From an optimization exercise on the open Yosys and OpenROAD flow, aimed at small area, a short achievable clock period and few clock cycles; shortcuts taken in it are not production practice.
In this exercise RTL edits were held to simulation tests only and were not proved equivalent to the original.
Power is estimated from default activity; no workload was simulated.

## flow/run.sh

```bash
#!/bin/bash
# synth_recipe.tcl (not shown) runs the flow's synth.tcl, then flattens the netlist and writes it again
# the make line also repeats each setting of config.mk as NAME=value (left out here)
make -C /OpenROAD-flow-scripts/flow DESIGN_CONFIG=/design/flow/config.mk WORK_HOME=/design/flow/orfs CLKGATE_MAP_FILE= SYNTH_SCRIPT=/design/flow/synth_recipe.tcl finish
```

## flow/constraint.sdc

```tcl
create_clock -name core_clock -period 9.0 [get_ports {CLK}]
set_input_delay 1.8000 -clock core_clock [delete_from_list [all_inputs] [get_ports {CLK}]]
set_output_delay 1.8000 -clock core_clock [all_outputs]
set_load 0.01 [all_outputs]
```

## flow/config.mk

```make
export PLATFORM = sky130hd
export DESIGN_NAME = dcache
export DESIGN_NICKNAME = dcache
export VERILOG_FILES = /design/flow/design.v
export SDC_FILE = /design/flow/constraint.sdc
export NUM_CORES = 4
export LEC_CHECK = 0
export CAP_MARGIN = 20
export CORE_MARGIN = 2
export CORE_UTILIZATION = 60
export CTS_CLUSTER_DIAMETER = 100
export CTS_CLUSTER_SIZE = 20
export PLACE_DENSITY = 0.72
export SETUP_SLACK_MARGIN = 5
export SLEW_MARGIN = 20
export TNS_END_PERCENT = 0
```

## flow/design.v

```verilog
`default_nettype none
package dcachePkg;
   localparam int wordWidth  = 32;
   localparam int tagWidth   = 26;
   localparam int indexWidth = 3;
   localparam int numSets    = 8;
   localparam int byteBits   = 2;
   typedef logic [wordWidth-1:0]  word_t;
   typedef logic [tagWidth-1:0]   tag_t;
   typedef logic [indexWidth-1:0] index_t;
   typedef logic [2*wordWidth-1:0] block_t;      
   typedef enum logic [3:0] {
      idle,
      wbWord0,
      wbWord1,          
      fillWord0,
      fillWord1,        
      mergeFetch,       
      install,
      writeHit,
      respond,
      flushWay0Word0,
      flushWay0Word1,
      flushWay1Word0,
      flushWay1Word1,
      flushNext,
      flushed
   } cacheState_t;
endpackage
`default_nettype wire
`timescale 1ns/1ps
`default_nettype none
module dcache
(
   input  logic  CLK,
   input  logic  nRST,
   input  logic  dmemREN,
   input  logic  dmemWEN,
   input  dcachePkg::word_t dmemaddr,
   input  dcachePkg::word_t dmemstore,
   input  logic  halt,
   output logic  dhit,
   output dcachePkg::word_t dmemload,
   output logic  flushed,
   output logic  dREN,
   output logic  dWEN,
   output dcachePkg::word_t daddr,
   output dcachePkg::word_t dstore,
   input  logic  dwait,
   input  dcachePkg::word_t dload
);
   localparam logic [2:0] IDLE   = 3'd0,    
                          LOOK   = 3'd1,    
                          WB1    = 3'd2,    
                          RO     = 3'd3,    
                          RR     = 3'd4,    
                          FSTART = 3'd5,    
                          FW0    = 3'd6,    
                          FW1    = 3'd7;    
   logic [2:0]  state;
   logic        flushedR;
   logic        hitR, hitWayR, vwayR, vdirtyR;
   logic [4:0]  ent;                
   logic [25:0] atag;
   logic [2:0]  aidx;
   logic        off;
   logic        req;
   assign atag = dmemaddr[31:6];
   assign aidx = dmemaddr[5:3];
   assign off  = dmemaddr[2];
   assign req  = dmemREN | dmemWEN;
   logic [25:0] tagArr  [16];
   logic [31:0] dataArr [32];
   logic [15:0] validArr;
   logic [15:0] dirtyArr;
   logic [7:0]  lruArr;             
   logic [7:0]  setDirty;
   logic [2:0]  fs;
   logic        fw, anyDirty;
   assign setDirty = dirtyArr[7:0] | dirtyArr[15:8];
   assign anyDirty = |setDirty;
   always_comb
   begin
      fs = 3'd0;
      for (int s = 7; s >= 0; s--)
         if (setDirty[s])
            fs = 3'(s);
   end
   assign fw = !dirtyArr[{1'b0, fs}];
   logic       flushing;
   logic [7:0] asel, fsel, isel;
   assign flushing = state[2] && (state[1] || state[0]);
   assign fsel     = setDirty & ~(setDirty - 8'd1);           
   always_comb
      for (int s = 0; s < 8; s++)
         asel[s] = (aidx == 3'(s));
   assign isel = flushing ? fsel : asel;
   logic [25:0] t0, t1;
   always_comb
   begin
      t0 = '0;
      t1 = '0;
      for (int s = 0; s < 8; s++)
      begin
         t0 = t0 | (tagArr[s]     & {26{isel[s]}});
         t1 = t1 | (tagArr[8 + s] & {26{isel[s]}});
      end
   end
   logic [15:0] tagEq;
   always_comb
      for (int e = 0; e < 16; e++)
         tagEq[e] = validArr[e] && (tagArr[e] == atag);
   logic [7:0] victimDirty;
   always_comb
      for (int s = 0; s < 8; s++)
         victimDirty[s] = lruArr[s] ? dirtyArr[8 + s] : dirtyArr[s];
   logic match0, match1, hit, lru, vdirty;
   assign match0 = |(tagEq[7:0] & asel);
   assign match1 = |(tagEq[15:8] & asel);
   assign hit    = match0 || match1;
   assign lru    = |(lruArr & asel);
   assign vdirty = |(victimDirty & asel);
   logic [31:0] w00, w01, w10, w11;    
   always_comb
   begin
      w00 = '0;
      w01 = '0;
      w10 = '0;
      w11 = '0;
      for (int s = 0; s < 8; s++)
      begin
         w00 = w00 | (dataArr[{1'b0, 3'(s), 1'b0}] & {32{isel[s]}});
         w01 = w01 | (dataArr[{1'b0, 3'(s), 1'b1}] & {32{isel[s]}});
         w10 = w10 | (dataArr[{1'b1, 3'(s), 1'b0}] & {32{isel[s]}});
         w11 = w11 | (dataArr[{1'b1, 3'(s), 1'b1}] & {32{isel[s]}});
      end
   end
   logic [31:0] esel;
   logic [15:0] bsel;
   always_comb
   begin
      for (int e = 0; e < 32; e++)
         esel[e] = (ent == 5'(e));
      for (int b = 0; b < 16; b++)
         bsel[b] = esel[2*b] | esel[2*b + 1];
   end
   logic [31:0] wordR;
   logic look;
   logic dRENR, dWENR, lookHitR, cplR, rrR;
   logic [25:0] tagOutR;
   assign look = (state == LOOK);
   assign dWEN   = dWENR;
   assign dREN   = dRENR;
   assign daddr  = {tagOutR, ent[3:0], 2'b00};
   assign dstore = wordR;
   logic fetchDone, missLast;
   assign fetchDone = !dwait && dRENR;
   assign missLast  = !dwait && cplR;              
   assign dhit     = req && (lookHitR || missLast);
   assign dmemload = rrR ? dload : wordR;
   assign flushed  = flushedR;
   logic [2:0] nextState;
   always_comb
   begin
      nextState = state;
      case (state)
         IDLE:
            if (halt)
               nextState = FSTART;
            else if (req)
               nextState = LOOK;
         LOOK:
            if (hitR)
               nextState = IDLE;
            else if (!dwait)
               nextState = vdirtyR ? WB1 : (dmemWEN ? IDLE : RR);
         WB1:
            if (!dwait)
               nextState = RO;
         RO:
            if (!dwait)
               nextState = dmemWEN ? IDLE : RR;
         RR:
            if (!dwait)
               nextState = IDLE;
         FSTART:
            if (anyDirty)
               nextState = FW0;
         FW0:
            if (!dwait)
               nextState = FW1;
         default:
            if (!dwait)
               nextState = FSTART;
      endcase
   end
   logic curHit, curDirty, nextWB, nextRd;
   assign curHit   = (state == IDLE) ? hit : hitR;
   assign curDirty = (state == IDLE) ? vdirty : vdirtyR;
   assign nextWB   = (nextState == LOOK && !curHit && curDirty) ||
                     nextState == WB1 || nextState == FW0 || nextState == FW1;
   assign nextRd   = (nextState == LOOK && !curHit && !curDirty) ||
                     nextState == RO || nextState == RR;
   always_ff @(posedge CLK, negedge nRST)
   begin
      if (!nRST)
      begin
         state    <= IDLE;
         flushedR <= 1'b0;
         dWENR    <= 1'b0;
         dRENR    <= 1'b0;
         lookHitR <= 1'b0;
         cplR     <= 1'b0;
         rrR      <= 1'b0;
      end
      else
      begin
         state    <= nextState;
         if (state == FSTART && !anyDirty)
            flushedR <= 1'b1;
         dWENR    <= nextWB;
         dRENR    <= nextRd;
         lookHitR <= (state == IDLE) && nextState == LOOK && hit;
         cplR     <= (((nextState == LOOK && !curHit && !curDirty) || nextState == RO) && dmemWEN) ||
                     nextState == RR;
         rrR      <= (nextState == RR);
      end
   end
   always_ff @(posedge CLK)
      tagOutR <= nextWB ? ((flushing ? fw : lru) ? t1 : t0) : atag;
   logic rdWay, rdWord;
   logic [31:0] rdW0, rdW1;
   always_comb
   begin
      rdWay  = fw;
      rdWord = 1'b1;
      case (state)
         IDLE:
         begin
            rdWay  = !match0 && (match1 || lru);
            rdWord = off;
         end
         LOOK:
         begin
            rdWay  = vwayR;
            rdWord = dwait ? off : !off;
         end
         WB1:
         begin
            rdWay  = vwayR;
            rdWord = !off;
         end
         FSTART:
            rdWord = 1'b0;
         FW0:
            rdWord = !dwait;
         default: ;
      endcase
   end
   assign rdW0 = rdWord ? w01 : w00;
   assign rdW1 = rdWord ? w11 : w10;
   always_ff @(posedge CLK)
      wordR <= rdWay ? rdW1 : rdW0;
   always_ff @(posedge CLK)
   begin
      if (state == IDLE)
      begin
         hitR    <= hit;
         hitWayR <= !match0;
         vwayR   <= lru;
         vdirtyR <= vdirty;
      end
      case (state)
         IDLE:
            ent <= hit ? {!match0, aidx, off} : {lru, aidx, vdirty ? off : !off};
         LOOK:
            if (!dwait)
               ent <= {vwayR, aidx, vdirtyR ? !off : off};
         WB1:
            if (!dwait)
               ent <= {vwayR, aidx, !off};
         RO:
            if (!dwait)
               ent <= {vwayR, aidx, off};
         FSTART:
            ent <= {fw, fs, 1'b0};
         FW0:
            if (!dwait)
               ent <= {fw, fs, 1'b1};
         default: ;
      endcase
   end
   logic hitWrite, storeMiss, done;
   logic [31:0] wdata0, wdata1;
   assign hitWrite  = lookHitR && dmemWEN;
   assign storeMiss = missLast && dmemWEN;             
   assign done      = missLast;
   assign wdata0    = (dmemWEN && !off) ? dmemstore : dload;
   assign wdata1    = (dmemWEN &&  off) ? dmemstore : dload;
   always_ff @(posedge CLK)
   begin
      for (int e = 0; e < 32; e++)
         if ((esel[e] && (fetchDone || hitWrite)) || (esel[e ^ 1] && storeMiss))
            dataArr[e] <= e[0] ? wdata1 : wdata0;
      for (int b = 0; b < 16; b++)
         if (done && b[3] == vwayR && asel[b % 8])
            tagArr[b] <= atag;
   end
   always_ff @(posedge CLK, negedge nRST)
   begin
      if (!nRST)
      begin
         validArr <= '0;
         dirtyArr <= '0;
         lruArr   <= '0;
      end
      else
      begin
         for (int b = 0; b < 16; b++)
         begin
            if (done && b[3] == vwayR && asel[b % 8])
            begin
               validArr[b] <= 1'b1;
               dirtyArr[b] <= dmemWEN;
            end
            if (hitWrite && bsel[b])
               dirtyArr[b] <= 1'b1;
            if (state == FW1 && !dwait && bsel[b])
               dirtyArr[b] <= 1'b0;
         end
         for (int s = 0; s < 8; s++)
            if (asel[s])
            begin
               if (done)
                  lruArr[s] <= !vwayR;
               if (lookHitR)
                  lruArr[s] <= !hitWayR;
            end
      end
   end
endmodule
`default_nettype wire
```

==> results of run 1 <==
layout by cell type (no fill, tap or decap), types with 36 or more instances in the layout:
cell type | netlist | final
a21oi_1 | 89 | 89
a221oi_1 | 117 | 109
a222oi_1 | 180 | 180
a22oi_1 | 249 | 249
a41oi_1 | 65 | 65
buf_2 | 71 | 39
buf_4 | 41 | 87
buf_6 | 3 | 53
clkbuf_1 | 133 | 68
clkbuf_16 | 0 | 93
clkdlybuf4s50_1 | 0 | 98
dfrtp_1 | 49 | 46
dfxtp_1 | 60 | 60
edfxtp_1 | 1447 | 1447
mux2_2 | 125 | 100
mux2_4 | 19 | 44
mux2i_1 | 36 | 36
nand2_1 | 186 | 184
nand3_1 | 69 | 68
nand4_1 | 182 | 182
nor2_1 | 124 | 81
xnor2_1 | 413 | 412
power breakdown:
part / switching (mW) / internal, mW / total [mW]
combinational: 3.61 / 2.40 / 6.01
clock: 2.29 / 1.91 / 4.20
sequential: 0.338 / 8.35 / 8.69
total: 6.24 / 12.7 / 18.9
flip-flops by register name (all words and copies together) (netlist names), 3 cells and up:
name and cells:
dataArr 1024, tagOutR 26, state 3, ent 5, dirtyArr 16, tagArr 416
lruArr 8, validArr 16, wordR 32
worst reg2reg max path: cells and delay by family (launching register included):
family / cells / cell delay [ns]
compound gates: 3 / 1.45
simple gates: 2 / 0.77
flops: 1 / 0.73
buf+inv: 2 / 0.63
mux: 2 / 0.44
logic make-up (layout without fill, tap and decap cells):
| family | Yosys count | count (layout) | synth area share |
|---|---|---|---|
| flip-flops | 1556 | 1556 | 0.7293 |
| XOR/XNOR | 417 | 417 | 0.05805 |
| other | 1 | 3 | 0.00005961 |
| buffers and inverters | 284 | 483 | 0.02116 |
| multiplexers | 199 | 199 | 0.03604 |
| AO/OA/AOI/OAI | 789 | 793 | 0.1008 |
| AND/OR/NAND/NOR | 679 | 679 | 0.05459 |
per-layer routing:
layer	part of all wire	vias up	wire, um
met3	0.10	438	18760
met4	0.051	0	9235
li1	-	16120	-
met2	0.47	2636	85820
met5	0	-	0
met1	0.37	19470	67880
timing repair:
| item | 4_1_cts | 5_1_grt |
|---|---|---|
| pin swaps | 14 | 9 |
| hold buffers | 0 | 0 |
| setup endpoints to repair | 1063 | 116 |
| cloned | 4 | 4 |
| gates resized for setup | 440 | 31 |
| setup buffers | 15 | 8 |
area by class of cell:
class | count | area share
antenna | 1 | 0.00003592
sequential | 1556 | 0.6586
multi-input combinational | 2090 | 0.2354
clock buffer | 158 | 0.03599
inverter | 15 | 0.0008082
tap | 1380 | 0.02479
timing repair buffer | 306 | 0.04307
clock inverter | 4 | 0.001239
stage by stage:
step	area, um^2	setup WS [ns]	hold slack [ns]	power, mW	cells
2_1_floorplan	62910	4.521	0.4343	12.03	3926
4_1_cts	69370	4.830	0.4772	18.74	5497
3_3_place_gp	66240	2.346	0.4511	14.19	5313
3_5_place_dp	66290	2.373	0.4567	14.26	5316
6_report	69660	4.742	0.4767	18.91	5510
5_1_grt	69660	4.820	0.4900	19.47	5509
how the worst min path moves through the flow:
stage	from	endpoint	cells after the start
2_1_floorplan	validArr[0]	validArr[0]	1
3_3_place_gp	validArr[15]	validArr[15]	1
3_5_place_dp	validArr[15]	validArr[15]	1
4_1_cts	validArr[15]	validArr[15]	1
5_1_grt	validArr[14]	validArr[14]	1
6_report	validArr[9]	validArr[9]	1
==> summary.txt, run 1 <==
- Final-layout fill cell count: 7130
- CTS Buf Count: 87
- Fraction of registers with async set/reset: 0.03149
- Vias in the first global route: 36570
- RSZ-0062 raised after global routing: true
- CP max stage cell: a222oi_1
- Setup slack, reg-to-reg: 4.89 ns
- Height of the die: 327.8 um
- Distinct cells, synth: 67
- Clock Skew: 0.03339 ns
- Clock Latency Late Sink: 0.71 ns
- Area Overhead vs Synth: 10.74%
- Sequential cell area: 0.04588 mm^2
- Core outline area: 0.1038 mm^2
- Routing usage on met2: 0.5235
- Fmax: 234.9 MHz
- Max FO, Critical Path: 17
- Area of the multi-input gates: 0.01640 mm^2
- Top cells by area, synth: edfxtp_1 (69%), xnor2_1 (5.7%), a22oi_1 (3.0%), a222oi_1 (2.9%), mux2_2 (2.2%)
- CP max stage delay: 0.82 ns
- Final setup fails: 0
- Post-Syn Area: 0.06291 mm^2
- CP delay by family, top: compound AO/OA/AOI/OAI gates
- Final period utilization: 0.4731
- Status: timing/DRC/antenna clean
- Max-cap viol count: 0
- Measured slew at the worst slew-check pin: 1.023 ns
- GPL Wtd Cong: 0.9342
- Grt met1 use: 0.4616
- Vias per cell: 7.015
- TritonCTS sink count: 1556
- Slew HR: 0.3180
- I/O pins: 202
- Pwr/cell area: 271.4 mW/mm^2
- CTS tree: done
- Element type at the critical path end: flop
- Global-route usage over all layers: 0.3318
- Largest net degree at the start of global routing: 129
- Type of origin of the critical path: input port
- Clk root buf: clkbuf_16
- Nets: 4158
- Drc violations: 0
- Initial core utilization: 0.6061
- Post-synth EDFFs: 1447
- Final Hold Fails: 0
- Post-route ant nets: 0
- Final max-slew violation count: 0
- CP arrival: 4.86 ns
- CTS max path bufs: 3
- Starting DRC count in detailed routing: 6657
- R2R Path Start: state[2]
- Data required time at the worst endpoint: 9.60 ns
- CP Class: in2reg
- TNS Setup: 0 ns
- WL/cell: 32.98 um
- Layout cell share with drive strength beyond 1: 0.1354
- Worst VDD drop: 0.2389 mV
- Row count: 118
- Dpl hpwl: 97.15 mm
- Top cell by count, worst path: buf_12
- Synth warn: 3
- Ys flop type: edfxtp_1
- TritonRoute pass-1 iters: 10
- Clock-pin slew on the worst setup and hold paths: 0.09 ns
- Global-route wire length before repair: 256.3 mm
- Critical Path Source: dmemaddr[3]
- Die W: 327.8 um
- Worst path buffer plus inverter count: 4
- Port-buffer cells: 197
- CTS HTree Levels: 3
- R2R cell count: 9
- P_leak: 21.30 nW
- Crit path time final: 4.258 ns
- Register bit count reported by yosys: 1556
- CP endpoint: tagOutR[9]
- Full die area: 0.1075 mm^2
- Most common library cells after synthesis: edfxtp_1 (1447), xnor2_1 (413), a22oi_1 (249)
- Critical path depth in cells: 12
- Initial antenna violation count: 1
- Final core utilization: 0.6712
- Crit path cell chain: buf_6 -> nor3b_4 -> buf_12 -> buf_4 -> nand2_4 -> o21ai_4 -> buf_12 -> a222oi_1 -> nand3_1 -> a221oi_1 -> mux2i_1 -> mux2_4
- Capturing point of the worst reg2reg path: tagOutR[13]
- M3 GR Usage: 0.05115
- Synth top area share: 0.6907
- Hold Path Class: reg2reg
- GR Overflow Total: 0
- GRT busiest layer: met2
- Top cell type by total area after synthesis: edfxtp_1
- Most common cell in the synthesized netlist: edfxtp_1
- Post-Route WL: 181.7 mm
- Post-synthesis area per instance: 16.03 um^2
- Cell count after synthesis: 3925
- Seq/Total Area, Yosys: 0.7293
- Via Count: 38660
Testbench counts, summed over its fixed seeds: cycles 68,421.
==> run 2: changes to the inputs <==
--- a/flow/design.v
+++ b/flow/design.v
@@ -147,5 +147,5 @@
    logic [31:0] wordR;
    logic look;
-   logic dRENR, dWENR, lookHitR, cplR, rrR;
+   logic dRENR, dWENR, lookHitR, cplR, rrR, wrR;
    logic [25:0] tagOutR;
    assign look = (state == LOOK);
@@ -158,5 +158,5 @@
    assign missLast  = !dwait && cplR;              
    assign dhit     = req && (lookHitR || missLast);
-   assign dmemload = rrR ? dload : wordR;
+   assign dmemload = (dload & {32{rrR}}) | (wordR & {32{wrR}});
    assign flushed  = flushedR;
    logic [2:0] nextState;
@@ -213,4 +213,5 @@
          cplR     <= 1'b0;
          rrR      <= 1'b0;
+         wrR      <= 1'b1;
       end
       else
@@ -225,4 +226,5 @@
                      nextState == RR;
          rrR      <= (nextState == RR);
+         wrR      <= (nextState != RR);
       end
    end
--- a/flow/config.mk
+++ b/flow/config.mk
@@ -8,8 +8,8 @@
 export CAP_MARGIN = 20
 export CORE_MARGIN = 2
-export CORE_UTILIZATION = 60
+export CORE_UTILIZATION = 50
 export CTS_CLUSTER_DIAMETER = 100
 export CTS_CLUSTER_SIZE = 20
-export PLACE_DENSITY = 0.72
+export PLACE_DENSITY = 0.65
 export SETUP_SLACK_MARGIN = 5
 export SLEW_MARGIN = 20
==> run 2 against run 1 <==
  * Clock skew up 0.0054 ns
  * Critical path type unchanged
  * Synthesized cell count down 1.6%
  * Setup slack worse by 0.036 ns
  * Synthesized area down 0.20%
  * Still clean
  * Wire length up 0.31%
  * Clock-buffer cell count down 10
  * Sequential power up 0.9%
  * Largest power group unchanged
  * Clock power up 1%
  * Highest routed layer is now met5
==> summary.txt, run 2 <==
- Status: timing/DRC/antenna clean
- Dpl hpwl: 101.0 mm (+3.9%)
- TritonCTS sink count: 1557 (+0.064%)
- Element type at the critical path end: flop
- Hold WS: 0.4702 ns (-0.006445 ns)
- Distinct cells, synth: 75 (+12%)
- Crit path time final: 4.294 ns (+0.03623 ns)
- Initial antenna violation count: 3 (+2)
- Capturing point of the worst reg2reg path: tagOutR[4]
- Seq/Total Area, Yosys: 0.7312 (+0.001901)
- Clock Skew: 0.03882 ns (+0.005425 ns)
- Final setup fails: 0 (unchanged)
- Layout cell share with drive strength beyond 1: 0.1336 (-0.001790)
- Fmax: 232.9 MHz (-0.84%)
- Largest registers: dataArr x1024, tagArr x416, wordR x32
- Via Count: 37890 (-2.0%)
- Final Instance Area: 0.06984 mm^2 (+0.25%)
- TritonRoute pass-1 iters: 10 (unchanged)
- GR Overflow Total: 0 (unchanged)
- Clk root buf: clkbuf_16
- Max FFs per register: 1024 (unchanged)
- Top cell type by total area after synthesis: edfxtp_1
- Data required time at the worst endpoint: 9.60 ns (about the same)
- Post-Syn Area: 0.06278 mm^2 (-0.20%)
- Biggest register: dataArr
- Hold path depth: 1 (unchanged)
- Row count: 130 (+10%)
- Height of the die: 358.4 um (+9.3%)
- Ys flop type: edfxtp_1
- Tot Pwr: 18.77 mW (-0.74%)
- Final-layout fill cell count: 9666 (+36%)
- CP arrival: 4.89 ns (+0.03 ns)
- Post-Route WL: 182.3 mm (+0.31%)
- Vias in the first global route: 36120 (-1.2%)
- Starting DRC count in detailed routing: 5549 (-17%)
- Area Overhead vs Synth: 11.24%
- Clock-pin slew on the worst setup and hold paths: 0.08 ns (about the same)
- Commonest non-fill, non-tap cell in the layout: edfxtp_1
- CTS max path bufs: 3 (unchanged)
- Slew HR: 0.2623 (-0.05571)
- Post-synth EDFFs: 1447 (unchanged)
- Most common library cells after synthesis: edfxtp_1 (1447), xnor2_1 (335), a22oi_1 (247)
- Synth warn: 3 (unchanged)
- CTS tree: done
- Setup slack, reg-to-reg: 4.86 ns (-0.03 ns)
- Max-cap viol count: 0 (unchanged)
- Core outline area: 0.1251 mm^2 (+21%)
- Final Hold Fails: 0 (unchanged)
- Global-route usage over all layers: 0.2795 (-0.05222)
- Type of origin of the critical path: input port
- Fraction of registers with async set/reset: 0.03211 (+0.0006220)
- CP Class: in2reg
- TNS Setup: 0 ns (unchanged)
- Full die area: 0.1284 mm^2 (+20%)
- Nets: 4123 (-0.84%)
- R2R Path Start: state[2]
- Register bit count reported by yosys: 1557 (+0.064%)
- P_leak: 21.54 nW (+1.1%)
- Largest net degree at the start of global routing: 131 (+1.6%)
- CTS HTree Levels: 3 (unchanged)
- Global-route wire length before repair: 258.6 mm (+0.86%)
- Pwr/cell area: 268.7 mW/mm^2 (-0.99%)
- Clock Latency Late Sink: 0.72 ns (about the same)
- Vias per cell: 6.604 (-5.9%)
- GPL Wtd Cong: 0.8948 (-4.2%)
- R2R cell count: 10 (+1)
- Post-synthesis area per instance: 16.25 um^2 (+1.4%)
- Final period utilization: 0.4771 (+0.004026)
- Measured slew at the worst slew-check pin: 1.107 ns (+0.08356 ns)
- Post-route ant nets: 0 (unchanged)
- Most common cell in the synthesized netlist: edfxtp_1
- Port-buffer cells: 197 (unchanged)
- Die W: 358.4 um (+9.3%)
- Initial core utilization: 0.5019 (-0.1042)
- Hold endpoint: validArr[10]
- CTS Buf Count: 88 (+1.1%)
- Placed cell area: 0.06645 mm^2 (+0.23%)
- I/O pins: 202 (unchanged)
- Cell count after synthesis: 3863 (-1.6%)
- Worst VDD drop: 0.3423 mV (+43%)
- Hold_sp: validArr[10]
- Hold Path Class: reg2reg
- WL/cell: 31.76 um (-3.7%)
- Drc violations: 0 (unchanged)
- Synth top area share: 0.6921 (+0.001404)
- Top cells by area, synth: edfxtp_1 (69%), xnor2_1 (4.7%), a22oi_1 (3.0%), a221oi_1 (2.5%), dfrtp_1 (2.0%)
- Most frequent cells in the layout: edfxtp_1 (1447), xnor2_1 (332), a22oi_1 (247), nand2_1 (177), nand4_1 (167)
- Max FO, Critical Path: 33 (+16)
- Final max-slew violation count: 0 (unchanged)
- RSZ-0062 raised after global routing: true
## run 2: cell types whose count changed in the layout (fill, tap and decap cells not counted), moves of 64 or more
cell	before	now
a21oi_1	89	23
a221o_1	0	65
a222oi_1	180	116
a41oi_1	65	1
xnor2_1	412	332
xor2_1	4	77
## run 2: power breakdown
part,total (mW),switching [mW],internal (mW)
combinational,5.75,3.47,2.27
clock,4.25,2.32,1.93
sequential,8.77,0.376,8.39
## run 2: layout make-up
class	count	area, um^2	area share
flip-flops and latches	1557	45910	0.6573
multi-input cells	2023	16070	0.2300
repair buffers	332	3089	0.04423
clock buffers	148	2470	0.03536
well taps	1650	2064	0.02956
clock inverters	8	165.2	0.002365
inverters	19	78.83	0.001129
diodes	1	2.502	0.00003583
## run 2: worst max-delay path, cell delays in order
cell and delay [ns]:
buf_4 0.46, xnor2_1 0.30, nand4_1 0.19, nor4_2 0.27, nand4_1 0.21, nand3_2 0.24, nor3_1 0.12, o311ai_2 0.34
o311ai_4 0.20, buf_12 0.18, buf_6 0.20, mux2_1 0.34
## run 2: routing by layer
metal  track usage  routed length, um
met1        0.4077              74020
met2        0.4400              85250
met3       0.03924              17360
met4       0.08285               5613
met5             0                 31
## run 2: cell families (layout without fill, tap and decap cells)
logic type / Yosys count / in the layout / synth area share
DFF: 1557 / 1557 / 0.7312
AOI/OAI and AO/OA: 809 / 810 / 0.1053
muxes: 173 / 173 / 0.03089
and+or+nand+nor: 625 / 626 / 0.05082
xor gates and xnor gates: 412 / 412 / 0.05748
other: 1 / 3 / 0.00005973
buffers and inverters: 286 / 507 / 0.02423
## run 2: timing repair
| action | in CTS | in global routing |
|---|---|---|
| cloned | 6 | 2 |
| buffers inserted | 23 | 7 |
| pin swaps | 18 | 11 |
| setup endpoints to repair | 844 | 162 |
| hold buffers | 0 | 0 |
| gates resized for setup | 313 | 35 |
## run 2: worst max path at each step
stage | endpoint | cells after the start | startpoint | slack, ns
after global routing | wordR[20] | 13 | dmemaddr[3] | 4.68
after CTS | dhit | 6 | dwait | 4.78
after detailed placement | wordR[7] | 11 | dmemaddr[4] | 2.79
after floorplan | dataArr[13][0] | 6 | dwait | 4.49
final | wordR[20] | 12 | dmemaddr[19] | 4.71
after global placement | wordR[7] | 11 | dmemaddr[5] | 2.79
## run 2: stage by stage
stage	setup WS (ns)	utilization	std cells
floorplan	4.488	-	3864
global placement	2.790	0.5312	5542
detailed placement	2.789	0.5312	5542
CTS	4.783	0.5565	5727
global route	4.679	0.5584	5738
finish	4.706	0.5584	5738
Testbench counts of run 2, summed over its fixed seeds: cycles 68,421.
==> run 3: changes to the inputs <==
--- a/flow/design.v
+++ b/flow/design.v
@@ -147,5 +147,5 @@
    logic [31:0] wordR;
    logic look;
-   logic dRENR, dWENR, lookHitR, cplR, rrR, wrR;
+   logic dRENR, dWENR, lookHitR, cplR, rrR;
    logic [25:0] tagOutR;
    assign look = (state == LOOK);
@@ -158,5 +158,5 @@
    assign missLast  = !dwait && cplR;              
    assign dhit     = req && (lookHitR || missLast);
-   assign dmemload = (dload & {32{rrR}}) | (wordR & {32{wrR}});
+   assign dmemload = rrR ? dload : wordR;
    assign flushed  = flushedR;
    logic [2:0] nextState;
@@ -213,5 +213,4 @@
          cplR     <= 1'b0;
          rrR      <= 1'b0;
-         wrR      <= 1'b1;
       end
       else
@@ -226,5 +225,4 @@
                      nextState == RR;
          rrR      <= (nextState == RR);
-         wrR      <= (nextState != RR);
       end
    end
==> flow/flow/run.sh (new file) <==
#!/bin/bash
# The standard layout, with clock tree synthesis told not to add dummy
# loads for skew balancing and to cluster up to 20 sinks per leaf buffer.
set -e
export CTS_ARGS="-sink_clustering_enable -repair_clock_nets -dont_use_dummy_load -sink_clustering_size 20 -sink_clustering_max_diameter 100"
bash standard.sh > standard.log 2>&1
==> flow/standard.sh (new file) <==
#!/bin/bash
# synth_recipe.tcl (not shown) runs the flow's synth.tcl, then flattens the netlist and writes it again
# the make line also repeats each setting of config.mk as NAME=value (left out here)
make -C /OpenROAD-flow-scripts/flow DESIGN_CONFIG=/design/flow/config.mk WORK_HOME=/design/flow/orfs CLKGATE_MAP_FILE= SYNTH_SCRIPT=/design/flow/synth_recipe.tcl "${@:-finish}"
removed: flow/run.sh
==> run 3 against run 2 <==
  * Largest cell class unchanged
  * Sequential cell count decreased by 1
  * Total power decreased by 2.1%
  * Largest power group unchanged
  * Via count increased by 1.0%
  * Hold slack got worse by 0.0013 ns
==> summary.txt, run 3 <==
- Post-Syn Area: 0.06291 mm^2 (+0.20%)
- Element type at the critical path end: primary output
- Post-synthesis mux area share: 0.03604 (+0.005148)
- Final setup fails: 0 (unchanged)
- Clock Latency Late Sink: 0.72 ns (about the same)
- RSZ-0062 raised after global routing: true
- TritonRoute pass-1 iters: 10 (unchanged)
- Fraction of registers with async set/reset: 0.03149 (-0.0006220)
- Post-Route WL: 185.6 mm (+1.8%)
- Top cells by area, synth: edfxtp_1 (69%), xnor2_1 (5.7%), a22oi_1 (3.0%), a222oi_1 (2.9%), mux2_2 (2.2%)
- Global-route usage over all layers: 0.2840 (+0.004468)
- Initial core utilization: 0.5023 (about the same)
- Vias in the first global route: 36150 (+0.080%)
- Final-layout fill cell count: 9787 (+1.3%)
- Final Hold Fails: 0 (unchanged)
- Full die area: 0.1287 mm^2 (+0.20%)
- XOR/XNOR Fraction of Synth Area: 0.05805 (+0.0005795)
- Height of the die: 358.7 um (+0.10%)
- Max FO, Critical Path: 3 (-91%)
- Post-synth EDFFs: 1447 (unchanged)
- Clock Skew: 0.1012 ns (+0.06237 ns)
- Largest family of logic cells by synthesized area: compound AO/OA/AOI/OAI gates
- Slew HR: 0.2081 (-0.05422)
- Commonest non-fill, non-tap cell in the layout: edfxtp_1
- Post-synthesis area per instance: 16.03 um^2 (-1.4%)
- Via Count: 38270 (+1.0%)
- Max FFs per register: 1024 (unchanged)
- Max-cap viol count: 0 (unchanged)
- Distinct cells, synth: 67 (-11%)
- CTS tree: done
- Tot Pwr: 18.37 mW (-2.1%)
- Data required time at the worst endpoint: 7.20 ns (-2.40 ns)
- Clock-pin slew on the worst setup and hold paths: 0.07 ns (about the same)
- GR Overflow Total: 0 (unchanged)
- Measured slew at the worst slew-check pin: 1.188 ns (+0.08133 ns)
- Final setup margin: 4.800 ns (+0.09403 ns)
- Crit path time final: 4.200 ns (-0.09403 ns)
- Clk root buf: clkbuf_16
- TritonCTS sink count: 1556 (-0.064%)
- Setup slack, reg-to-reg: 4.92 ns (+0.06 ns)
- Post-Synth Adder-Cell Area: 0 (unchanged)
- P_leak: 21.20 nW (-1.6%)
- Pwr/cell area: 263.5 mW/mm^2 (-1.9%)
- Type of origin of the critical path: input port
- Post-Synth Simple-Gate Area: 0.05459 (+0.003775)
- Largest registers: dataArr x1024, tagArr x416, wordR x32
- Final Instance Area: 0.06972 mm^2 (-0.17%)
- Synth top area share: 0.6907 (-0.001404)
- Hold WS: 0.4689 ns (-0.001269 ns)
- Global-route wire length before repair: 262.7 mm (+1.6%)
- Dpl hpwl: 104.8 mm (+3.8%)
- Post-place setup slack: 2.242 ns (-0.5469 ns)
- Vias per cell: 6.711 (+1.6%)
- CTS Buf Count: 89 (+1.1%)
- Status: timing/DRC/antenna clean
- Compound-cell area share of the yosys netlist: 0.1008 (-0.004530)
- Post-route ant nets: 0 (unchanged)
- Row count: 130 (unchanged)
- CTS max path bufs: 3 (unchanged)
- Critical Path Source: dload[4]
- Most common library cells after synthesis: edfxtp_1 (1447), xnor2_1 (413), a22oi_1 (249)
- Seq/Total Area, Yosys: 0.7293 (-0.001901)
- CP Class: in2out
- I/O pins: 202 (unchanged)
- WL/cell: 32.55 um (+2.5%)
- Placed cell area: 0.06675 mm^2 (+0.46%)
- Starting DRC count in detailed routing: 6459 (+16%)
- Synth warn: 3 (unchanged)
- Final period utilization: 0.4666 (-0.01045)
- Nets: 4157 (+0.82%)
- TNS Setup: 0 ns (unchanged)
- Most common cell in the synthesized netlist: edfxtp_1
- Port-buffer cells: 197 (unchanged)
- Hold Path Class: reg2reg
- CP arrival: 2.40 ns (-2.49 ns)
- Hold buffers post-CTS: 0 (unchanged)
- R2R Path Start: state[2]
- Most frequent cells in the layout: edfxtp_1 (1447), xnor2_1 (403), a22oi_1 (249), nand2_1 (185), nand4_1 (182)
- CP endpoint: dmemload[4]
- R2R cell count: 9 (-1)
- Biggest register: dataArr
- Drc violations: 0 (unchanged)
- GPL Wtd Cong: 0.9314 (+4.1%)
- Area Overhead vs Synth: 10.83%
- Ys flop type: edfxtp_1
- Cell count after synthesis: 3925 (+1.6%)
- Capturing point of the worst reg2reg path: tagOutR[9]
- Fmax: 238.1 MHz (+2.2%)
- N_diodes: 0 (-1)
- Layout cell share with drive strength beyond 1: 0.1350 (+0.001367)
- Initial antenna violation count: 1 (-2)
- Core outline area: 0.1252 mm^2 (+0.13%)
- CTS HTree Levels: 3 (unchanged)
- Top cell type by total area after synthesis: edfxtp_1
- Largest net degree at the start of global routing: 129 (-1.5%)
- Die W: 358.7 um (+0.10%)
- Final max-slew violation count: 0 (unchanged)
- Register bit count reported by yosys: 1556 (-0.064%)
- Worst VDD drop: 0.1942 mV (-43%)
==> run 3: cell types whose count changed in the layout (fill, tap and decap cells not counted), moves of 21 or more <==
cell,change
xor2_1,-73
xnor2_1,+71
a21oi_1,+66
a221o_1,-65
a222oi_1,+64
a41oi_1,+64
a31oi_1,-60
clkbuf_1,-58
a221oi_1,-55
nor2_1,+34
a22o_1,-31
mux2_4,+31
buf_2,-21
==> run 3: cells by family (layout without fill, tap and decap cells) <==
family          count (synthesis)  count (layout)
compound gates                789             789
other cells                     1               2
simple gates                  679             679
xor+xnor                      417             417
buf+inv                       284             411
mux                           199             199
flops                        1556            1556
==> run 3: per-stage QoR <==
stage,std cells,util
finish,5703,0.5567
global route,5703,0.5567
CTS,5700,0.5551
detailed placement,5595,0.5329
global placement,5594,0.5327
floorplan,3926,-
==> run 3: worst max-delay path: stages <==
cell,delay (ns)
clkdlybuf4s15_2,0.21
mux2_4,0.27
buf_6,0.12
==> run 3: what timing repair did <==
action                                  4_1_cts  5_1_grt
gates cloned                                  4        0
setup buffers                                12        3
hold endpoints to repair                      0        0
gates resized for setup                     407       50
endpoints found under the setup margin     1110      278
pin swaps                                    11       10
==> run 3: layer usage <==
| layer | vias up | wire length [um] | GRT usage |
|---|---|---|---|
| met5 | - | 0 | 0 |
| met4 | 0 | 4637 | 0.07033 |
| met3 | 250 | 17600 | 0.04173 |
| met2 | 2235 | 86990 | 0.4466 |
| met1 | 19750 | 76380 | 0.4189 |
| li1 | 16040 | - | - |
==> run 3: area by class of cell <==
type,instances,area (um^2),share of cell area
Tap cell,1650,2064,0.02961
Inverter,15,56.30,0.0008076
Timing Repair Buffer,307,3064,0.04395
Sequential cell,1556,45880,0.6581
Clock buffer,89,2227,0.03194
Multi-Input combinational cell,2086,16430,0.2356
==> run 3: worst min path at each step <==
stage / from / to / slack (ns) / cells after the start
finish: flushedR / flushedR / 0.47 / 1
global route: flushedR / flushedR / 0.48 / 1
floorplan: validArr[0] / validArr[0] / 0.43 / 1
CTS: flushedR / flushedR / 0.47 / 1
global placement: validArr[12] / validArr[12] / 0.45 / 1
detailed placement: validArr[12] / validArr[12] / 0.46 / 1
==> run 3: report_power, final <==
group          total (mW)  switching, mW  internal [mW]
clock network        3.96           2.21           1.75
logic                5.72           3.43           2.29
registers            8.68          0.331           8.35
total                18.4           5.97           12.4
Testbench counts of run 3, summed over its fixed seeds: cycles 68,421.
==> run 4: changes to the inputs <==
==> flow/flow/run.sh (replaced) <==
#!/bin/bash
# The standard layout, with two changes: clock tree synthesis adds no dummy
# loads and clusters up to 20 sinks per leaf buffer, and the resizer may
# pick any cell of the same function, not only ones of the same footprint.
set -e
export CTS_ARGS="-sink_clustering_enable -repair_clock_nets -dont_use_dummy_load -sink_clustering_size 20 -sink_clustering_max_diameter 100"
bash standard.sh MATCH_CELL_FOOTPRINT=0 finish > standard.log 2>&1
==> run 4 against run 3 <==
  * Maximum frequency barely moved
  * Sequential cell count did not move
  * Largest cell class unchanged
  * Cell count fell by 0.14%
  * Core utilization fell by 0.086 points
  * Register-to-register slack improved by 0.07 ns
  * Clock skew rose by 0.0080 ns
  * Design area fell by 0.15%
==> summary.txt, run 4 <==
- N_diodes: 0 (unchanged)
- I/O pins: 202 (unchanged)
- Data required time at the worst endpoint: 9.57 ns (+2.37 ns)
- Initial antenna violation count: 1 (unchanged)
- CTS Buf Count: 89 (unchanged)
- Dpl hpwl: 104.8 mm (unchanged)
- Nets: 4149 (-0.19%)
- Tot Pwr: 18.20 mW (-0.94%)
- Hold endpoint: validArr[0]
- Distinct cells, synth: 67 (unchanged)
- Slew HR: 0.2369 (+0.02876)
- Max FO, Critical Path: 33 (+30)
- Final Hold Fails: 0 (unchanged)
- Most frequent cells in the layout: edfxtp_1 (1447), xnor2_1 (388), a22oi_1 (249), nand2_1 (185), nand4_1 (182)
- Global-route usage over all layers: 0.2820 (-0.002045)
- Hold Path Class: reg2reg
- Max-cap viol count: 0 (unchanged)
- Most common cell in the synthesized netlist: edfxtp_1
- Row count: 130 (unchanged)
- R2R Path Start: state[2]
- Crit path time final: 4.202 ns (+0.002350 ns)
- GPL Wtd Cong: 0.9314 (unchanged)
- Capturing point of the worst reg2reg path: tagOutR[13]
- Final period utilization: 0.4669 (about the same)
- Pwr/cell area: 261.5 mW/mm^2 (-0.78%)
- Fmax: 238.0 MHz (about the same)
- Post-Syn Area: 0.06291 mm^2 (unchanged)
- Synth top area share: 0.6907 (unchanged)
- Vias per cell: 6.695 (-0.24%)
- Post-synthesis area per instance: 16.03 um^2 (unchanged)
- Area Overhead vs Synth: 10.65%
- Post-Route WL: 184.4 mm (-0.67%)
- Final core utilization: 0.5558 (-0.0008590)
- Setup slack, reg-to-reg: 4.99 ns (+0.07 ns)
- CTS HTree Levels: 3 (unchanged)
- CP arrival: 4.77 ns (+2.37 ns)
- Seq/Total Area, Yosys: 0.7293 (unchanged)
- Hold path depth: 1 (unchanged)
- Clock Skew: 0.1092 ns (+0.007979 ns)
- Element type at the critical path end: flop
- Full die area: 0.1287 mm^2 (unchanged)
- Status: timing/DRC/antenna clean
- Type of origin of the critical path: input port
- Port-buffer cells: 197 (unchanged)
- Vias in the first global route: 35980 (-0.48%)
- Max FFs per register: 1024 (unchanged)
- Final Instance Area: 0.06961 mm^2 (-0.15%)
- Final max-slew violation count: 0 (unchanged)
- Commonest non-fill, non-tap cell in the layout: edfxtp_1
- Largest registers: dataArr x1024, tagArr x416, wordR x32
- Cell count after synthesis: 3925 (unchanged)
- Height of the die: 358.7 um (unchanged)
- Hold buffers post-CTS: 0 (unchanged)
- Core outline area: 0.1252 mm^2 (unchanged)
- Die W: 358.7 um (unchanged)
- Clk root buf: clkbuf_16
- Top cell type by total area after synthesis: edfxtp_1
- Layout cell share with drive strength beyond 1: 0.1290 (-0.005914)
- R2R cell count: 9 (unchanged)
- Post-route ant nets: 0 (unchanged)
- Final setup margin: 4.798 ns (-0.002350 ns)
- Via Count: 38130 (-0.38%)
- Initial core utilization: 0.5023 (unchanged)
- RSZ-0062 raised after global routing: true
- Global-route wire length before repair: 260.8 mm (-0.69%)
- Final Instance Count excl. Fillers: 5695 (-0.14%)
- Final-layout fill cell count: 9785 (-0.020%)
- Clock-pin slew on the worst setup and hold paths: 0.09 ns (+0.02 ns)
- Starting DRC count in detailed routing: 6202 (-4.0%)
- Synth warn: 3 (unchanged)
- TritonRoute pass-1 iters: 10 (unchanged)
- Most common library cells after synthesis: edfxtp_1 (1447), xnor2_1 (413), a22oi_1 (249)
- Final setup fails: 0 (unchanged)
- TritonCTS sink count: 1556 (unchanged)
- CP Class: in2reg
- Ys flop type: edfxtp_1
- CTS tree: done
- Fraction of registers with async set/reset: 0.03149 (unchanged)
- CTS max path bufs: 3 (unchanged)
- Hold_sp: validArr[0]
- Top cells by area, synth: edfxtp_1 (69%), xnor2_1 (5.7%), a22oi_1 (3.0%), a222oi_1 (2.9%), mux2_2 (2.2%)
- WL/cell: 32.37 um (-0.53%)
- Biggest register: dataArr
- Hold WS: 0.4739 ns (+0.004964 ns)
- Post-place setup slack: 2.242 ns (unchanged)
- Drc violations: 0 (unchanged)
- Placed cell area: 0.06675 mm^2 (unchanged)
- Largest net degree at the start of global routing: 129 (unchanged)
- Inst Count DP: 5595 (unchanged)
- Register bit count reported by yosys: 1556 (unchanged)
- P_leak: 21.43 nW (+1.1%)
- TNS Setup: 0 ns (unchanged)
- Measured slew at the worst slew-check pin: 1.145 ns (-0.04314 ns)
- Post-synth EDFFs: 1447 (unchanged)
- Worst VDD drop: 0.1923 mV (-0.95%)
- GR Overflow Total: 0 (unchanged)
- Clock Latency Late Sink: 0.72 ns (about the same)
run 4: cell counts after synthesis:
Identical to the previous run, type by type.
run 4: worst max path at each step:
stage / startpoint / to
after floorplan: dwait / dataArr[19][0]
after global placement: dmemaddr[5] / wordR[28]
after detailed placement: dmemaddr[5] / wordR[28]
after CTS: dwait / dhit
after global routing: dwait / dataArr[31][29]
final: dmemaddr[20] / wordR[25]
run 4: cell type report:
type                            instances  area (um^2)  area share
Sequential cell                      1556        45880      0.6591
Multi-Input combinational cell       2086        16450      0.2363
Timing Repair Buffer                  299         2938     0.04220
Clock buffer                           89         2227     0.03199
Tap cell                             1650         2064     0.02966
Inverter                               15        56.30   0.0008088
run 4: routing by layer:
metal  GRT usage  routed length, um  vias to the layer above
met1      0.4151              74430                    19540
met4     0.06275               4264                        0
met5           0                  0                        -
met2      0.4454              86890                     2310
met3     0.04421              18780                      242
li1            -                  -                    16030
run 4: cell families after synthesis:
kind of cell           after synthesis  synth area share
AO/OA/AOI/OAI                      789            0.1008
XOR/XNOR                           417           0.05805
buffers and inverters              284           0.02116
flip-flops                        1556            0.7293
multiplexers                       199           0.03604
other                                1        0.00005961
AND/OR/NAND/NOR                    679           0.05459
run 4: worst max-delay path, stage by stage:
cell and delay (ns):
buf_4 0.42, xnor2_2 0.21, nand4_1 0.25, nor4_2 0.44
a22oi_1 0.12, nand4_1 0.27, o21bai_1 0.21, o211ai_1 0.16
nand3_4 0.18, buf_12 0.24, mux2_2 0.38
run 4: power by group:
| part | switching (mW) | leakage (nW) | total (mW) | internal (mW) |
|---|---|---|---|---|
| combinational | 3.38 | 6.18 | 5.56 | 2.17 |
| sequential | 0.330 | 14.2 | 8.68 | 8.35 |
| clock | 2.21 | 1.10 | 3.96 | 1.75 |
run 4: timing repair:
item / CTS / global route
endpoints found under the hold margin: 0 / 0
pin swaps: 5 / 5
setup buffers: 8 / 1
cloned: 2 / 0
resized for setup: 215 / 73
setup endpoints to repair: 1110 / 267
==> run 5: changes to the inputs <==
--- a/flow/design.v
+++ b/flow/design.v
@@ -75,8 +75,11 @@
    logic [15:0] dirtyArr;
    logic [7:0]  lruArr;             
+   logic [15:0] bsel;
+   logic [15:0] dirtyEff;
    logic [7:0]  setDirty;
    logic [2:0]  fs;
    logic        fw, anyDirty;
-   assign setDirty = dirtyArr[7:0] | dirtyArr[15:8];
+   assign dirtyEff = (state == FW1) ? (dirtyArr & ~bsel) : dirtyArr;
+   assign setDirty = dirtyEff[7:0] | dirtyEff[15:8];
    assign anyDirty = |setDirty;
    always_comb
@@ -87,5 +90,5 @@
             fs = 3'(s);
    end
-   assign fw = !dirtyArr[{1'b0, fs}];
+   assign fw = !dirtyEff[{1'b0, fs}];
    logic       flushing;
    logic [7:0] asel, fsel, isel;
@@ -121,21 +124,5 @@
    assign lru    = |(lruArr & asel);
    assign vdirty = |(victimDirty & asel);
-   logic [31:0] w00, w01, w10, w11;    
-   always_comb
-   begin
-      w00 = '0;
-      w01 = '0;
-      w10 = '0;
-      w11 = '0;
-      for (int s = 0; s < 8; s++)
-      begin
-         w00 = w00 | (dataArr[{1'b0, 3'(s), 1'b0}] & {32{isel[s]}});
-         w01 = w01 | (dataArr[{1'b0, 3'(s), 1'b1}] & {32{isel[s]}});
-         w10 = w10 | (dataArr[{1'b1, 3'(s), 1'b0}] & {32{isel[s]}});
-         w11 = w11 | (dataArr[{1'b1, 3'(s), 1'b1}] & {32{isel[s]}});
-      end
-   end
    logic [31:0] esel;
-   logic [15:0] bsel;
    always_comb
    begin
@@ -192,5 +179,5 @@
          default:
             if (!dwait)
-               nextState = FSTART;
+               nextState = anyDirty ? FW0 : FSTART;
       endcase
    end
@@ -217,5 +204,5 @@
       begin
          state    <= nextState;
-         if (state == FSTART && !anyDirty)
+         if ((state == FSTART || (state == FW1 && !dwait)) && !anyDirty)
             flushedR <= 1'b1;
          dWENR    <= nextWB;
@@ -228,9 +215,11 @@
    end
    always_ff @(posedge CLK)
-      tagOutR <= nextWB ? ((flushing ? fw : lru) ? t1 : t0) : atag;
-   logic rdWay, rdWord;
+      if (!(dwait && dWENR))
+         tagOutR <= nextWB ? ((flushing ? fw : lru) ? t1 : t0) : atag;
+   logic rdWay, rdWord, rdLoad;
    logic [31:0] rdW0, rdW1;
    always_comb
    begin
+      rdLoad = 1'b0;
       rdWay  = fw;
       rdWord = 1'b1;
@@ -238,4 +227,5 @@
          IDLE:
          begin
+            rdLoad = 1'b1;
             rdWay  = !match0 && (match1 || lru);
             rdWord = off;
@@ -243,23 +233,38 @@
          LOOK:
          begin
-            rdWay  = vwayR;
-            rdWord = dwait ? off : !off;
-         end
-         WB1:
-         begin
+            rdLoad = !dwait && !hitR && vdirtyR;
             rdWay  = vwayR;
             rdWord = !off;
          end
          FSTART:
+         begin
+            rdLoad = 1'b1;
             rdWord = 1'b0;
+         end
          FW0:
-            rdWord = !dwait;
+            rdLoad = !dwait;
+         FW1:
+         begin
+            rdLoad = !dwait;
+            rdWord = 1'b0;
+         end
          default: ;
       endcase
    end
-   assign rdW0 = rdWord ? w01 : w00;
-   assign rdW1 = rdWord ? w11 : w10;
+   logic [15:0] wsel;
+   always_comb
+   begin
+      rdW0 = '0;
+      rdW1 = '0;
+      for (int e = 0; e < 16; e++)
+      begin
+         wsel[e] = isel[e / 2] && (e[0] == rdWord);
+         rdW0    = rdW0 | (dataArr[e]      & {32{wsel[e]}});
+         rdW1    = rdW1 | (dataArr[16 + e] & {32{wsel[e]}});
+      end
+   end
    always_ff @(posedge CLK)
-      wordR <= rdWay ? rdW1 : rdW0;
+      if (rdLoad)
+         wordR <= rdWay ? rdW1 : rdW0;
    always_ff @(posedge CLK)
    begin
@@ -288,4 +293,7 @@
             if (!dwait)
                ent <= {fw, fs, 1'b1};
+         FW1:
+            if (!dwait)
+               ent <= {fw, fs, 1'b0};
          default: ;
       endcase
==> flow/run.sh (new file) <==
#!/bin/bash
# synth_recipe.tcl (not shown) runs the flow's synth.tcl, then flattens the netlist and writes it again
# the make line also repeats each setting of config.mk as NAME=value (left out here)
make -C /OpenROAD-flow-scripts/flow DESIGN_CONFIG=/design/flow/config.mk WORK_HOME=/design/flow/orfs CLKGATE_MAP_FILE= SYNTH_SCRIPT=/design/flow/synth_recipe.tcl finish
removed: flow/flow/run.sh
removed: flow/standard.sh
==> run 5 against run 4 <==
  * Still clean
  * Synthesized cell count grew 2.4%
  * Global-route usage grew 1.6 points
  * Clock power is 6.8% higher
  * Wire length rose by 8.0%
  * Cell count increased by 3.1%
  * Via count is 5.0% higher
  * Design area is 2.5% higher
  * Maximum frequency shrank 11%
  * Setup slack worse by 0.50 ns
  * Sequential power increased by 4.4%
==> summary.txt, run 5 <==
- Starting DRC count in detailed routing: 7441 (+20%)
- I/O pins: 202 (unchanged)
- TNS Setup: 0 ns (unchanged)
- CTS Buf Count: 89 (unchanged)
- WL/cell: 33.90 um (+4.7%)
- CP max stage delay: 0.80 ns (+0.36 ns)
- Drc violations: 0 (unchanged)
- Status: timing/DRC/antenna clean
- Synth warn: 3 (unchanged)
- Post-synthesis area per instance: 15.93 um^2 (-0.62%)
- Compound-cell area share of the yosys netlist: 0.09752 (-0.003296)
- Final max-slew violation count: 0 (unchanged)
- Clock-pin slew on the worst setup and hold paths: 0.08 ns (about the same)
- R2R cell count: 9 (unchanged)
- Most frequent cells in the layout: edfxtp_1 (1505), xnor2_1 (404), nand2_1 (221), a222oi_1 (216), a22oi_1 (210)
- Largest family of logic cells by synthesized area: compound AO/OA/AOI/OAI gates
- Seq/Total Area, Yosys: 0.7254 (-0.003900)
- CP arrival: 5.19 ns (+0.42 ns)
- P_leak: 21.97 nW (+2.5%)
- Initial core utilization: 0.5029 (+0.0006152)
- Post-Synth Simple-Gate Area: 0.05984 (+0.005242)
- Met2 Wirelength: 89.52 mm (+3.0%)
- Global-route usage over all layers: 0.2980 (+0.01605)
- Layout cell share with drive strength beyond 1: 0.1435 (+0.01449)
- Port-buffer cells: 197 (unchanged)
- Met1 Wirelength: 79.62 mm (+7.0%)
- Pwr/cell area: 294.9 mW/mm^2 (+13%)
- CP delay by family, top: simple AND/OR/NAND/NOR gates
- Crit path time final: 4.705 ns (+0.5030 ns)
- Max layer used: met4
- Core outline area: 0.1274 mm^2 (+1.7%)
- Cell count after synthesis: 4021 (+2.4%)
- Type of origin of the critical path: input port
- Initial antenna violation count: 5 (+4)
- Clock Latency Late Sink: 0.75 ns (+0.03 ns)
- Die W: 361.9 um (+0.89%)
- Top cells by area, synth: edfxtp_1 (71%), xnor2_1 (5.6%), a222oi_1 (3.4%), mux2_2 (2.5%), a22oi_1 (2.5%)
- Element type at the critical path end: flop
- CTS max path bufs: 3 (unchanged)
- Final Instance Count excl. Fillers: 5871 (+3.1%)
- Hold WS: 0.4761 ns (+0.002154 ns)
- Via Count: 40040 (+5.0%)
- Hold_sp: validArr[2]
- Setup slack, reg-to-reg: 4.44 ns (-0.55 ns)
- Hold buffers post-CTS: 0 (unchanged)
- TritonRoute pass-1 iters: 9 (-1)
- RSZ-0062 raised after global routing: true
- Inst Count DP: 5695 (+1.8%)
- Most common library cells after synthesis: edfxtp_1 (1505), xnor2_1 (409), nand2_1 (224)
- Post-Syn Area: 0.06405 mm^2 (+1.8%)
- Final period utilization: 0.5228 (+0.05589)
- CTS tree: done
- GR Overflow Total: 0 (unchanged)
- Register bit count reported by yosys: 1556 (unchanged)
- Distinct cells, synth: 72 (+7.5%)
- CTS HTree Levels: 3 (unchanged)
- Post-Route WL: 199.0 mm (+8.0%)
- Worst VDD drop: 0.3368 mV (+75%)
- XOR/XNOR Fraction of Synth Area: 0.05689 (-0.001169)
- Hold path depth: 1 (unchanged)
- Crit path cell chain: clkdlybuf4s15_2 -> and3b_2 -> nand2_1 -> o21ai_4 -> buf_16 -> a222oi_1 -> nand3_2 -> mux2_4 -> mux2_2
- Post-route ant nets: 0 (unchanged)
- Largest net degree at the start of global routing: 126 (-2.3%)
- Final setup fails: 0 (unchanged)
- Clock Skew: 0.04162 ns (-0.06754 ns)
- Biggest register: dataArr
- CP Class: in2reg
- Post-synth EDFFs: 1505 (+4.0%)
- Nets: 4264 (+2.8%)
- Measured slew at the worst slew-check pin: 1.142 ns (-0.002865 ns)
- Capturing point of the worst reg2reg path: tagOutR[1]
- Global-route wire length before repair: 279.1 mm (+7.0%)
- Fmax: 212.5 MHz (-11%)
- Hold Path Class: reg2reg
- Ys flop type: edfxtp_1
- Row count: 131 (+0.77%)
- Dpl hpwl: 110.9 mm (+5.8%)
- Synth top area share: 0.7056 (+0.01491)
- Area Overhead vs Synth: 11.40%
- Top cell type by total area after synthesis: edfxtp_1
- Clk root buf: clkbuf_16
- Vias in the first global route: 37580 (+4.4%)
- Post-synthesis mux area share: 0.03923 (+0.003188)
- GPL Wtd Cong: 0.8929 (-4.1%)
- Max FFs per register: 1024 (unchanged)
- Critical Path Source: dmemaddr[4]
- CP max stage cell: a222oi_1
- Commonest non-fill, non-tap cell in the layout: edfxtp_1
- Met3 WL: 23.39 mm (+25%)
- Height of the die: 361.9 um (+0.89%)
- Largest registers: dataArr x1024, tagArr x416, wordR x32
- Slew HR: 0.2388 (+0.001910)
- Max FO, Critical Path: 109 (+230%)
- Full die area: 0.1310 mm^2 (+1.8%)
- Post-Synth Adder-Cell Area: 0 (unchanged)
- Fraction of registers with async set/reset: 0.03149 (unchanged)
- Final Hold Fails: 0 (unchanged)
- Max-cap viol count: 0 (unchanged)
- Vias per cell: 6.819 (+1.9%)
- Most common cell in the synthesized netlist: edfxtp_1
- Hold endpoint: validArr[2]
- Data required time at the worst endpoint: 9.49 ns (-0.08 ns)
- TritonCTS sink count: 1556 (unchanged)
- R2R Path Start: ent[3]
- Worst path buffer plus inverter count: 2 (unchanged)
==> run 5: changes by cell type in the layout (fill, tap and decap cells not counted), sizes merged, moves of 19 or more <==
| cell | change |
|---|---|
| a221o | +41 |
| a221oi | -37 |
| a222oi | +36 |
| a22oi | -39 |
| a41oi | -65 |
| buf | +33 |
| dfxtp | -58 |
| dlygate4sd2 | +41 |
| dlymetal6s2s | -41 |
| edfxtp | +58 |
| nand2 | +39 |
| nand3 | +43 |
| nor3 | +19 |
==> run 5: logic make-up after synthesis <==
kind of cell | count (synthesis)
other | 1
DFF | 1556
muxes | 221
buffers and inverters | 296
xor gates and xnor gates | 416
and+or+nand+nor | 767
AOI/OAI and AO/OA | 764
==> run 5: area by class of cell <==
cell class	count	area, um^2
fill	9942	56000
sequential	1556	46470
multi-input combinational	2178	17030
timing repair buffer	328	3186
clock buffer	125	2384
tap	1662	2079
clock inverter	12	176.4
inverter	9	33.78
antenna	1	2.502
==> run 5: repair_timing <==
action	CTS	global route
setup buffers	17	9
resized for setup	264	21
pin swaps	16	3
setup endpoints to repair	1067	681
cloned	12	0
==> run 5: worst max path at each step <==
stage	end	cells after the start	slack, ns
6_report	tagOutR[18]	9	4.29
5_1_grt	wordR[17]	14	4.43
4_1_cts	dmemload[7]	3	4.58
3_5_place_dp	tagOutR[16]	12	2.32
3_3_place_gp	wordR[17]	13	2.32
2_1_floorplan	dataArr[17][0]	7	4.50
==> run 5: power breakdown <==
part	switching, mW	internal [mW]	total [mW]
sequential	0.391	8.67	9.06
combinational	4.90	2.86	7.75
clock	2.35	1.88	4.23
total	7.64	13.4	21.0
==> run 5: per-stage QoR <==
stage	power [mW]	area, um^2	utilization	setup slack, ns
after floorplan	13.42	64060	-	4.504
after global placement	16.29	67950	0.5335	2.316
after detailed placement	16.35	67970	0.5337	2.319
after CTS	20.89	71230	0.5593	4.580
after global routing	21.69	71350	0.5603	4.428
final	21.04	71350	0.5603	4.295
==> run 5: layer usage <==
| metal | vias to the layer above | GRT usage |
|---|---|---|
| li1 | 16520 | - |
| met5 | - | 0 |
| met3 | 302 | 0.05538 |
| met4 | 0 | 0.09289 |
| met1 | 20460 | 0.4422 |
| met2 | 2749 | 0.4480 |
Testbench counts of run 5, summed over its fixed seeds: cycles 68,327.
==> run 6: changes to the inputs <==
==> flow/flow/run.sh (new file) <==
#!/bin/bash
# The standard layout, with clock tree synthesis told not to add dummy
# loads for skew balancing and to cluster up to 20 sinks per leaf buffer.
set -e
export CTS_ARGS="-sink_clustering_enable -repair_clock_nets -dont_use_dummy_load -sink_clustering_size 20 -sink_clustering_max_diameter 100"
bash standard.sh > standard.log 2>&1
==> flow/standard.sh (new file) <==
#!/bin/bash
# synth_recipe.tcl (not shown) runs the flow's synth.tcl, then flattens the netlist and writes it again
# the make line also repeats each setting of config.mk as NAME=value (left out here)
make -C /OpenROAD-flow-scripts/flow DESIGN_CONFIG=/design/flow/config.mk WORK_HOME=/design/flow/orfs CLKGATE_MAP_FILE= SYNTH_SCRIPT=/design/flow/synth_recipe.tcl "${@:-finish}"
removed: flow/run.sh
==> run 6 against run 5 <==
  * Still clean on timing, DRC and antenna
  * Non-clock buffer count rose by 6
  * Clock power fell by 6.1%
  * Sequential cell count did not move
  * Sequential share of layout area rose by 0.26 points
  * Synthesized cell count did not move
  * Synthesized area did not move
  * Core utilization fell by 0.23 points
  * Maximum frequency rose by 2.5%
  * Via count fell by 0.14%
  * Sequential power barely moved
  * Critical path type unchanged
  * Largest power group unchanged
==> summary.txt, run 6 <==
- Status: timing/DRC/antenna clean
- WL/cell: 34.13 um (+0.67%)
- CP max stage cell: a222oi_1
- Register bit count reported by yosys: 1556 (unchanged)
- Top cells by area, synth: edfxtp_1 (71%), xnor2_1 (5.6%), a222oi_1 (3.4%), mux2_2 (2.5%), a22oi_1 (2.5%)
- Clock-pin slew on the worst setup and hold paths: 0.08 ns (about the same)
- Most frequent cells in the layout: edfxtp_1 (1505), xnor2_1 (404), nand2_1 (221), a222oi_1 (216), a22oi_1 (210)
- Most common library cells after synthesis: edfxtp_1 (1505), xnor2_1 (409), nand2_1 (224)
- Biggest register: dataArr
- Synth warn: 3 (unchanged)
- Inst Count DP: 5695 (unchanged)
- Nets: 4270 (+0.14%)
- CTS Buf Count: 89 (unchanged)
- GR Overflow Total: 0 (unchanged)
- Largest net degree at the start of global routing: 126 (unchanged)
- Final-layout fill cell count: 9949 (+0.070%)
- CP max stage delay: 0.80 ns (about the same)
- Vias in the first global route: 37510 (-0.18%)
- Largest registers: dataArr x1024, tagArr x416, wordR x32
- Post-synthesis area per instance: 15.93 um^2 (unchanged)
- Max FFs per register: 1024 (unchanged)
- CTS tree: done
- Crit path time final: 4.590 ns (-0.1154 ns)
- TritonRoute pass-1 iters: 9 (unchanged)
- Post-Syn Area: 0.06405 mm^2 (unchanged)
- Worst path buffer plus inverter count: 2 (unchanged)
- Seq/Total Area, Yosys: 0.7254 (unchanged)
- Max FO, Critical Path: 109 (unchanged)
- CP Class: in2reg
- Hold WS: 0.4758 ns (-0.0002440 ns)
- Sequential cell area: 0.04647 mm^2 (unchanged)
- TritonCTS sink count: 1556 (unchanged)
- Pwr/cell area: 292.8 mW/mm^2 (-0.70%)
- Element type at the critical path end: flop
- P_leak: 21.87 nW (-0.48%)
- RSZ-0062 raised after global routing: true
- Final Instance Area: 0.07107 mm^2 (-0.40%)
- Distinct cells, synth: 72 (unchanged)
- Post-synth EDFFs: 1505 (unchanged)
- Final core utilization: 0.5580 (-0.002260)
- Final max-slew violation count: 0 (unchanged)
- Synth top area share: 0.7056 (unchanged)
- Port-buffer cells: 197 (unchanged)
- Sw Ratio: 0.3609 (-0.002188)
- Placed cell area: 0.06797 mm^2 (unchanged)
- Dpl hpwl: 110.9 mm (unchanged)
- Fraction of registers with async set/reset: 0.03149 (unchanged)
- Height of the die: 361.9 um (unchanged)
- CP arrival: 5.02 ns (-0.17 ns)
- Post-Route WL: 199.0 mm (about the same)
- Cell count after synthesis: 4021 (unchanged)
- Drc violations: 0 (unchanged)
- Layout cell share with drive strength beyond 1: 0.1414 (-0.002154)
- NetSw: 7.510 mW (-1.7%)
- Die W: 361.9 um (unchanged)
- TNS Setup: 0 ns (unchanged)
- Vias per cell: 6.858 (+0.56%)
- Row count: 131 (unchanged)
- Area Overhead vs Synth: 10.96%
- CTS max path bufs: 3 (unchanged)
- Pint: 13.30 mW (-0.77%)
- Via Count: 39980 (-0.14%)
- Most common cell in the synthesized netlist: edfxtp_1
- Clock Skew: 0.08703 ns (+0.04540 ns)
- Global-route usage over all layers: 0.2977 (-0.0003604)
- I/O pins: 202 (unchanged)
- Starting DRC count in detailed routing: 6820 (-8.3%)
- Clock Latency Late Sink: 0.74 ns (about the same)
- Initial antenna violation count: 5 (unchanged)
- Max-cap viol count: 0 (unchanged)
- Final Hold Fails: 0 (unchanged)
- Ys flop type: edfxtp_1
- Crit path cell chain: buf_2 -> and3b_2 -> nand2_1 -> o21ai_4 -> buf_16 -> a222oi_1 -> nand3_2 -> mux2_4 -> mux2_2
- Data required time at the worst endpoint: 9.43 ns (-0.06 ns)
- CP delay by family, top: compound AO/OA/AOI/OAI gates
- Clock power frac: 0.191 (-0.010)
- Post-route ant nets: 0 (unchanged)
- Area of the multi-input gates: 0.01702 mm^2 (about the same)
- Seq pwr share: 0.435 (+0.005)
- Worst VDD drop: 0.3358 mV (-0.27%)
- Commonest non-fill, non-tap cell in the layout: edfxtp_1
- Measured slew at the worst slew-check pin: 1.121 ns (-0.02090 ns)
- Core outline area: 0.1274 mm^2 (unchanged)
- Final Instance Count excl. Fillers: 5830 (-0.70%)
- Fmax: 217.9 MHz (+2.5%)
- Part of the power in combinational logic: 0.375 (+0.007)
- CTS HTree Levels: 3 (unchanged)
- Hold Path Class: reg2reg
- Hold buffers post-CTS: 0 (unchanged)
- Type of origin of the critical path: input port
- Slew HR: 0.2527 (+0.01393)
- Final period utilization: 0.5100 (-0.01282)
- GPL Wtd Cong: 0.8929 (unchanged)
- Global-route wire length before repair: 278.5 mm (-0.22%)
- Full die area: 0.1310 mm^2 (unchanged)
- Top cell type by total area after synthesis: edfxtp_1
- Initial core utilization: 0.5029 (unchanged)
- Final setup fails: 0 (unchanged)
- Clk root buf: clkbuf_16
run 6: changes by cell type in the layout (fill, tap and decap cells not counted), sizes merged:
cell,delta
buf,+7
clkbuf,-37
clkdlybuf4s15,-8
clkdlybuf4s18,-1
clkdlybuf4s50,+8
clkinv,-6
diode,+1
dlygate4sd2,+1
inv,-6
run 6: cell families after synthesis:
| logic type | Yosys count | share of synthesized area |
|---|---|---|
| xor+xnor | 416 | 0.05689 |
| other cells | 1 | 0.00005855 |
| buf+inv | 296 | 0.02110 |
| simple gates | 767 | 0.05984 |
| mux | 221 | 0.03923 |
| flops | 1556 | 0.7254 |
| compound gates | 764 | 0.09752 |
run 6: what timing repair did:
action	in CTS	in global routing
endpoints found under the hold margin	0	0
endpoints found under the setup margin	1142	698
cloned	12	0
pin swaps	16	4
buffers inserted	18	14
resized for setup	236	21
run 6: path summary, 6_finish.rpt:
path	depth (start not counted)	endpoint	start	slack, ns
max in group asynchronous	2	state[1]	nRST	6.97
max	9	tagOutR[18]	dmemaddr[5]	4.41
min in group asynchronous	2	validArr[7]	nRST	1.27
min	1	validArr[2]	validArr[2]	0.48
min reg2reg	1	validArr[2]	validArr[2]	0.48
max reg2reg	10	tagOutR[18]	ent[2]	4.46
run 6: layer usage:
layer / wire length, um / vias to the layer above / track usage
met5: 0 / - / 0
met4: 6539 / 0 / 0.09461
met3: 23950 / 304 / 0.05947
met2: 89300 / 2720 / 0.4466
met1: 79180 / 20480 / 0.4388
li1: - / 16480 / -
run 6: area by class of cell:
class                           instances  share of cell area
Inverter                                9           0.0004754
Multi-Input combinational cell       2178              0.2396
Antenna cell                            2          0.00007042
Tap cell                             1662             0.02926
Timing Repair Buffer                  334             0.04544
Clock buffer                           89             0.03134
Sequential cell                      1556              0.6539
run 6: metrics by stage:
step	total power, mW	setup slack (ns)
floorplan	13.42	4.504
global placement	16.29	2.316
detailed placement	16.35	2.319
CTS	20.64	4.534
global route	21.45	4.371
finish	20.81	4.410
run 6: power groups by stage:
stage / combinational (mW) / clock (mW) / sequential, mW
2_1_floorplan: 4.37 / 0 / 9.06
3_3_place_gp: 7.11 / 0 / 9.18
3_5_place_dp: 7.15 / 0 / 9.19
4_1_cts: 7.59 / 3.99 / 9.05
5_1_grt: 8.13 / 4.24 / 9.08
6_report: 7.80 / 3.97 / 9.04

re-timing with driven ports:
Ports are ideal in the flow. The routed layouts listed here were re-timed in OpenROAD. Step 1: set_driving_cell puts a clkbuf_16 on CLK and a buf_2 on each other input, an assumption about the parent block. Step 2 also shifts input and output timing later by t, the mid clock arrival at the registers, as if the neighbouring blocks saw the same clock. Slacks: ideal ports / drivers / drivers and shift; pairs: ideal ports / drivers.
run | t, ns | setup WS [ns] | latest minus earliest clock arrival (ns) | slew at the worst register clock pin (ns) | pins driven straight from the clock port
run 1 | 0.774 | 4.742 / 4.768 / 3.993 | 0.036 / 0.035 | 0.09 / 0.09 | 1
run 2 | 0.776 | 4.706 / 4.726 / 3.949 | 0.048 / 0.049 | 0.10 / 0.10 | 1
run 3 | 0.750 | 4.800 / 4.754 / 4.093 | 0.102 / 0.102 | 0.09 / 0.09 | 1
run 4 | 0.750 | 4.798 / 4.751 / 4.095 | 0.110 / 0.110 | 0.09 / 0.09 | 1
run 5 | 0.806 | 4.295 / 4.351 / 3.545 | 0.042 / 0.041 | 0.09 / 0.09 | 1
run 6 | 0.777 | 4.410 / 4.456 / 3.678 | 0.087 / 0.087 | 0.09 / 0.09 | 1
After both steps setup and hold are still met in every run listed. The setup slack of run 2, which loses most, moves by +0.020 ns with the drivers and by -0.757 ns with both steps.
